What follows belongs to an exercise in optimizing a design on an open flow for small area; a production flow would make more cautious choices. The RTL of this run was laid out without a check of its function. Power figures rest on the tool's default switching activity, not on a simulated workload.

`flow/run.sh`:
```
#!/bin/bash
# synth_recipe.tcl (not shown) runs the flow's synth.tcl, then flattens the netlist and writes it again
# the make line also repeats each setting of config.mk as NAME=value (left out here)
make -C /OpenROAD-flow-scripts/flow DESIGN_CONFIG=/design/flow/config.mk WORK_HOME=/design/flow/orfs CLKGATE_MAP_FILE= SYNTH_SCRIPT=/design/flow/synth_recipe.tcl finish
```
`flow/design.v`:
```
`default_nettype none
package rv_pkg;
  typedef logic [31:0] instr;     
  typedef logic [4:0]  reg_idx;
  typedef logic [31:0] gpreg;     
  typedef enum logic [3:0] {
    INSTR_LOAD,
    INSTR_MISC_MEM,
    INSTR_OP_IMM,
    INSTR_AUIPC,
    INSTR_STORE,
    INSTR_OP,
    INSTR_LUI,
    INSTR_BRANCH,
    INSTR_JALR,
    INSTR_JAL,
    INSTR_SYSTEM,
    INSTR_INVAL
  } instr_op;
  typedef struct packed {
    instr_op     op;
    logic [24:0] body;    
  } fq_entry;
endpackage
`default_nettype wire
`default_nettype none
`timescale 1ns/10ps
module fetch_queue (
  input  logic            clk,
  input  logic            rst_n,
  input  logic            flush,
  input  logic            instr_valid,
  output logic            instr_ready,
  input  rv_pkg::instr    instr,
  output logic            fq_valid,
  input  logic            fq_ready,
  output rv_pkg::fq_entry fq_head
);
  rv_pkg::fq_entry mem0, mem1;
  rv_pkg::fq_entry wr_entry;
  logic            wr_ptr;
  logic            rd_ptr;
  logic            full;
  logic            push;
  logic            pop;
  function automatic rv_pkg::instr_op decode_op(input rv_pkg::instr i);
    decode_op = rv_pkg::INSTR_INVAL;
    if (i[1:0] == 2'b11) begin
      case (i[6:2])
        5'b00000: decode_op = rv_pkg::INSTR_LOAD;
        5'b00011: decode_op = rv_pkg::INSTR_MISC_MEM;
        5'b00100: decode_op = rv_pkg::INSTR_OP_IMM;
        5'b00101: decode_op = rv_pkg::INSTR_AUIPC;
        5'b01000: decode_op = rv_pkg::INSTR_STORE;
        5'b01100: decode_op = rv_pkg::INSTR_OP;
        5'b01101: decode_op = rv_pkg::INSTR_LUI;
        5'b11000: decode_op = rv_pkg::INSTR_BRANCH;
        5'b11001: decode_op = rv_pkg::INSTR_JALR;
        5'b11011: decode_op = rv_pkg::INSTR_JAL;
        5'b11100: decode_op = rv_pkg::INSTR_SYSTEM;
        default:  decode_op = rv_pkg::INSTR_INVAL;
      endcase
    end
  endfunction
  assign wr_entry.op   = decode_op(instr);
  assign wr_entry.body = instr[31:7];
  assign instr_ready = !full && !flush;
  assign fq_valid    = full || (wr_ptr != rd_ptr);
  assign fq_head     = rd_ptr ? mem1 : mem0;
  assign push = instr_valid && instr_ready;
  assign pop  = fq_valid && fq_ready;
  always_ff @(posedge clk) begin
    if (!rst_n || flush) begin
      wr_ptr <= 1'b0;
      rd_ptr <= 1'b0;
      full   <= 1'b0;
    end else begin
      if (push)
        wr_ptr <= !wr_ptr;
      if (pop)
        rd_ptr <= !rd_ptr;
      if (push && !pop)
        full <= (wr_ptr != rd_ptr);
      else if (pop && !push)
        full <= 1'b0;
    end
  end
  always_ff @(posedge clk) begin
    if (push && !wr_ptr)
      mem0 <= wr_entry;
    if (push && wr_ptr)
      mem1 <= wr_entry;
  end
endmodule
`default_nettype wire
`default_nettype none
`timescale 1ns/10ps
module instr_decode (
  input  rv_pkg::fq_entry e,
  output rv_pkg::reg_idx  rs1,
  output rv_pkg::reg_idx  rs2,
  output rv_pkg::reg_idx  rd,
  output rv_pkg::gpreg    imm,
  output logic [2:0]      funct3
);
  logic [31:0] i;
  logic        fmt_u, fmt_j, fmt_s, fmt_b, fmt_r;
  logic        has_rs1, has_rs2, has_rd;
  assign i = {e.body, 7'b0};
  assign fmt_u = (e.op == rv_pkg::INSTR_AUIPC) || (e.op == rv_pkg::INSTR_LUI);
  assign fmt_j = (e.op == rv_pkg::INSTR_JAL);
  assign fmt_s = (e.op == rv_pkg::INSTR_STORE);
  assign fmt_b = (e.op == rv_pkg::INSTR_BRANCH);
  assign fmt_r = (e.op == rv_pkg::INSTR_OP);
  assign has_rs1 = !(fmt_u || fmt_j);
  assign has_rs2 = fmt_r || fmt_s || fmt_b;
  assign has_rd  = !(fmt_s || fmt_b);
  assign rs1    = has_rs1 ? i[19:15] : '0;
  assign rs2    = has_rs2 ? i[24:20] : '0;
  assign rd     = has_rd  ? i[11:7]  : '0;
  assign funct3 = i[14:12];
  always_comb begin
    if (fmt_u)
      imm = {i[31:12], 12'b0};
    else if (fmt_j)
      imm = {{12{i[31]}}, i[19:12], i[20], i[30:21], 1'b0};
    else if (fmt_s)
      imm = {{20{i[31]}}, i[31:25], i[11:7]};
    else if (fmt_b)
      imm = {{20{i[31]}}, i[7], i[30:25], i[11:8], 1'b0};
    else
      imm = {{20{i[31]}}, i[31:20]};
  end
endmodule
`default_nettype wire
`default_nettype none
`timescale 1ns/10ps
module reg_file (
  input  logic           clk,
  input  logic           rst_n,
  input  rv_pkg::reg_idx rf_rs_idx0,
  input  rv_pkg::reg_idx rf_rs_idx1,
  output rv_pkg::gpreg   rf_rs_val0,
  output rv_pkg::gpreg   rf_rs_val1,
  input  logic           wb_en,
  input  rv_pkg::reg_idx wb_rd,
  input  rv_pkg::gpreg   wb_data
);
  localparam int N = 32;
  logic               p;                 
  logic [N-1:1]       wen;               
  logic [N-1:1]       set_row;           
  logic [N-1:1]       keep_n;            
  logic [31:0]        wd_p;              
  logic [31:0]        q [N-1:1];
  always_ff @(posedge clk) begin
    if (!rst_n)
      p <= 1'b0;
    else
      p <= !p;
  end
  assign wd_p = wb_data ^ {32{p}};
  for (genvar r = 1; r < N; r++) begin : g_row
    assign wen[r]     = wb_en && (wb_rd == r);
    assign set_row[r] = wen[r] || !rst_n;
    assign keep_n[r]  = !(wen[r] && rst_n);
    always_ff @(posedge clk)
      q[r] <= ~((q[r] | {32{set_row[r]}}) & ({32{keep_n[r]}} | wd_p));
  end
  function automatic rv_pkg::gpreg read_port(input rv_pkg::reg_idx idx);
    logic        byp;
    logic [31:0] t;
    byp = wb_en && (wb_rd != '0) && (wb_rd == idx);
    t   = (byp ? wd_p : '0) | ((idx == '0) ? {32{p}} : '0);
    for (int r = 1; r < N; r++)
      if (!byp && idx == r)
        t = t | q[r];
    read_port = t ^ {32{p}};
  endfunction
  always_comb begin
    rf_rs_val0 = read_port(rf_rs_idx0);
    rf_rs_val1 = read_port(rf_rs_idx1);
  end
endmodule
`default_nettype wire
`default_nettype none
`timescale 1ns/10ps
module decode_out_reg (
  input  logic            clk,
  input  logic            rst_n,
  input  logic            flush,
  input  logic            dec_valid,
  output logic            dec_ready,
  input  rv_pkg::fq_entry dec,
  input  rv_pkg::gpreg    dec_rs1_val,
  input  rv_pkg::gpreg    dec_rs2_val,
  output logic            out_valid,
  input  logic            out_ready,
  output rv_pkg::fq_entry out_entry,
  output rv_pkg::gpreg    out_rs1_val,
  output rv_pkg::gpreg    out_rs2_val
);
  logic load;
  assign dec_ready = !out_valid || out_ready;
  assign load      = dec_valid && dec_ready;
  always_ff @(posedge clk) begin
    if (!rst_n || flush)
      out_valid <= 1'b0;
    else if (load)
      out_valid <= 1'b1;
    else if (out_ready)
      out_valid <= 1'b0;
  end
  always_ff @(posedge clk) begin
    if (load) begin
      out_entry   <= dec;
      out_rs1_val <= dec_rs1_val;
      out_rs2_val <= dec_rs2_val;
    end
  end
endmodule
`default_nettype wire
`default_nettype none
`timescale 1ns/10ps
module rv_decode_top (
  input  logic                             clk,
  input  logic                             rst_n,
  input  logic                             flush,
  input  logic                             instr_valid,
  output logic                             instr_ready,
  input  logic [32-1:0]              instr,
  input  logic                             wb_en,
  input  logic [$clog2(32)-1:0]  wb_rd,
  input  logic [32-1:0]              wb_data,
  output logic                             out_valid,
  input  logic                             out_ready,
  output rv_pkg::instr_op                  out_op,
  output logic [$clog2(32)-1:0]  out_rs1,
  output logic [$clog2(32)-1:0]  out_rs2,
  output logic [$clog2(32)-1:0]  out_rd,
  output logic [32-1:0]              out_imm,
  output logic [2:0]                       out_funct3,
  output logic [32-1:0]              out_rs1_val,
  output logic [32-1:0]              out_rs2_val
);
  logic            fq_valid;
  logic            fq_ready;
  rv_pkg::fq_entry fq_head;
  rv_pkg::fq_entry out_entry;
  rv_pkg::reg_idx  rf_rs_idx0;
  rv_pkg::reg_idx  rf_rs_idx1;
  rv_pkg::gpreg    rf_rs_val0;
  rv_pkg::gpreg    rf_rs_val1;
  rv_pkg::reg_idx  head_rd;
  rv_pkg::gpreg    head_imm;
  logic [2:0]      head_funct3;
  fetch_queue i_fetch_queue (
    .clk         (clk),
    .rst_n       (rst_n),
    .flush       (flush),
    .instr_valid (instr_valid),
    .instr_ready (instr_ready),
    .instr       (instr),
    .fq_valid    (fq_valid),
    .fq_ready    (fq_ready),
    .fq_head     (fq_head)
  );
  instr_decode i_head_decode (
    .e      (fq_head),
    .rs1    (rf_rs_idx0),
    .rs2    (rf_rs_idx1),
    .rd     (head_rd),
    .imm    (head_imm),
    .funct3 (head_funct3)
  );
  reg_file i_reg_file (
    .clk        (clk),
    .rst_n      (rst_n),
    .rf_rs_idx0 (rf_rs_idx0),
    .rf_rs_idx1 (rf_rs_idx1),
    .rf_rs_val0 (rf_rs_val0),
    .rf_rs_val1 (rf_rs_val1),
    .wb_en      (wb_en),
    .wb_rd      (wb_rd),
    .wb_data    (wb_data)
  );
  decode_out_reg i_decode_out_reg (
    .clk         (clk),
    .rst_n       (rst_n),
    .flush       (flush),
    .dec_valid   (fq_valid),
    .dec_ready   (fq_ready),
    .dec         (fq_head),
    .dec_rs1_val (rf_rs_val0),
    .dec_rs2_val (rf_rs_val1),
    .out_valid   (out_valid),
    .out_ready   (out_ready),
    .out_entry   (out_entry),
    .out_rs1_val (out_rs1_val),
    .out_rs2_val (out_rs2_val)
  );
  assign out_op = out_entry.op;
  instr_decode i_out_decode (
    .e      (out_entry),
    .rs1    (out_rs1),
    .rs2    (out_rs2),
    .rd     (out_rd),
    .imm    (out_imm),
    .funct3 (out_funct3)
  );
endmodule
`default_nettype wire
```
`flow/constraint.sdc`:
```
create_clock -name core_clock -period 5.0 [get_ports {clk}]
set_input_delay 1.0000 -clock core_clock [delete_from_list [all_inputs] [get_ports {clk}]]
set_output_delay 1.0000 -clock core_clock [all_outputs]
set_load 0.01 [all_outputs]
```
`flow/config.mk`:
```
export PLATFORM = sky130hd
export DESIGN_NAME = rv_decode_top
export DESIGN_NICKNAME = rv_decode_top
export VERILOG_FILES = /design/flow/design.v
export SDC_FILE = /design/flow/constraint.sdc
export NUM_CORES = 4
export LEC_CHECK = 0
export CAP_MARGIN = 20
export CORE_MARGIN = 2
export CORE_UTILIZATION = 70
export SLEW_MARGIN = 20
```
==> results.txt <==
worst min-delay path by stage:
stage | startpoint | endpoint | slack, ns | depth (start not counted)
after detailed placement | i_reg_file.q[28][27] | i_reg_file.q[28][27] | 0.44 | 1
after global placement | i_reg_file.q[24][29] | i_reg_file.q[24][29] | 0.43 | 1
after floorplan | i_reg_file.q[28][12] | i_reg_file.q[28][12] | 0.42 | 1
after CTS | i_reg_file.q[8][3] | i_reg_file.q[8][3] | 0.46 | 1
through the flow:
step,hold slack (ns),instance area (um2)
after floorplan,0.419,49400
after global placement,0.429,54400
after detailed placement,0.442,54400
after CTS,0.456,58200
cell families after synthesis:
group / after synthesis
AOI/OAI and AO/OA: 2365
xor gates and xnor gates: 108
adders and majority gates: 3
buffers and inverters: 590
DFF: 1148
muxes: 67
and+or+nand+nor: 841
power groups by stage:
| stage | Combinational (uW) | Sequential, uW | Clock [uW] |
|---|---|---|---|
| after floorplan | 1580 | 10700 | 0 |
| after global placement | 2800 | 11000 | 0 |
| after detailed placement | 2870 | 11000 | 0 |
| after CTS | 2900 | 10800 | 8750 |
layer usage:
metal / GRT overflow / track usage [%]
met3: 146 / 88.3
met4: 227 / 88.4
met2: 239 / 97.2
met5: 26 / 79.4
met1: 79 / 93.3
==> results_dict.tcl <==
set metrics [dict create \
    cts_max_level 3 \
    grt_max_degree 54 \
    hold_buffers 0 \
    fp.dieH_um 270 \
    cts_setup_buffers 0 \
    numPortBuffers 194 \
    pre_cts_slack_ns 0.300 \
    synth_top_area_cell "dfxtp_1" \
    async_flop_share_pct 0 \
    cts_resized 0 \
    io_pins 195 \
    syn-instance-count 5122 \
    yosysUniqueCellTypes 105 \
    die_x_um 270 \
    error_line "[ERROR GRT-0116] Global routing finished with congestion. Check the congestion regions in the DRC Viewer." \
    synth.most_common_cell "o22ai_1" \
    synth_top_area_share_pct 40.4 \
    dp_cells 6054 \
    yosys-mux-area-fraction_pct 1.55 \
    synth_fp_nets 5200 \
    yosysWarnings 5 \
    synth_ff_type "dfxtp_1" \
    grt_usage_pct 92.3 \
    synth-xor-area-share_pct 1.91 \
    haltStage "5_1_grt" \
    rows 97 \
    start_util_pct 70.7 \
    synth_compound_area_share_pct 33.7 \
    ys_top_cells_by_area "dfxtp_1, o22ai_1, edfxtp_1, a22oi_1, clkbuf_1" \
    hpwl_um 185000 \
    grt_pass1_vias 62100 \
    clockBufferDepth 3 \
    grt_pass1_wl_um 491000 \
    clock_sinks 1148 \
    gr-total-overflow 717 \
    yosysSeqAreaShare_pct 49.6 \
    root_buffer "clkbuf_16" \
    synthTopCellsByCount "o22ai_1, dfxtp_1, clkbuf_1, a22oi_1, nand2_1" \
    synth_fa_ha_area_share_pct 0.0759 \
    syn-cell-area_um2 49400 \
    synth-simple-area-share_pct 8.28 \
    avgSynthCellArea_um2 9.65 \
    synth_edf_count 151 \
    synth_top_family_by_area "compound AO/OA/AOI/OAI gates" \
    ys_seq_elements 1148 \
    globalplace.congestion 1.31 \
    cts_made_buffers 112 \
    status "did not finish" \
]
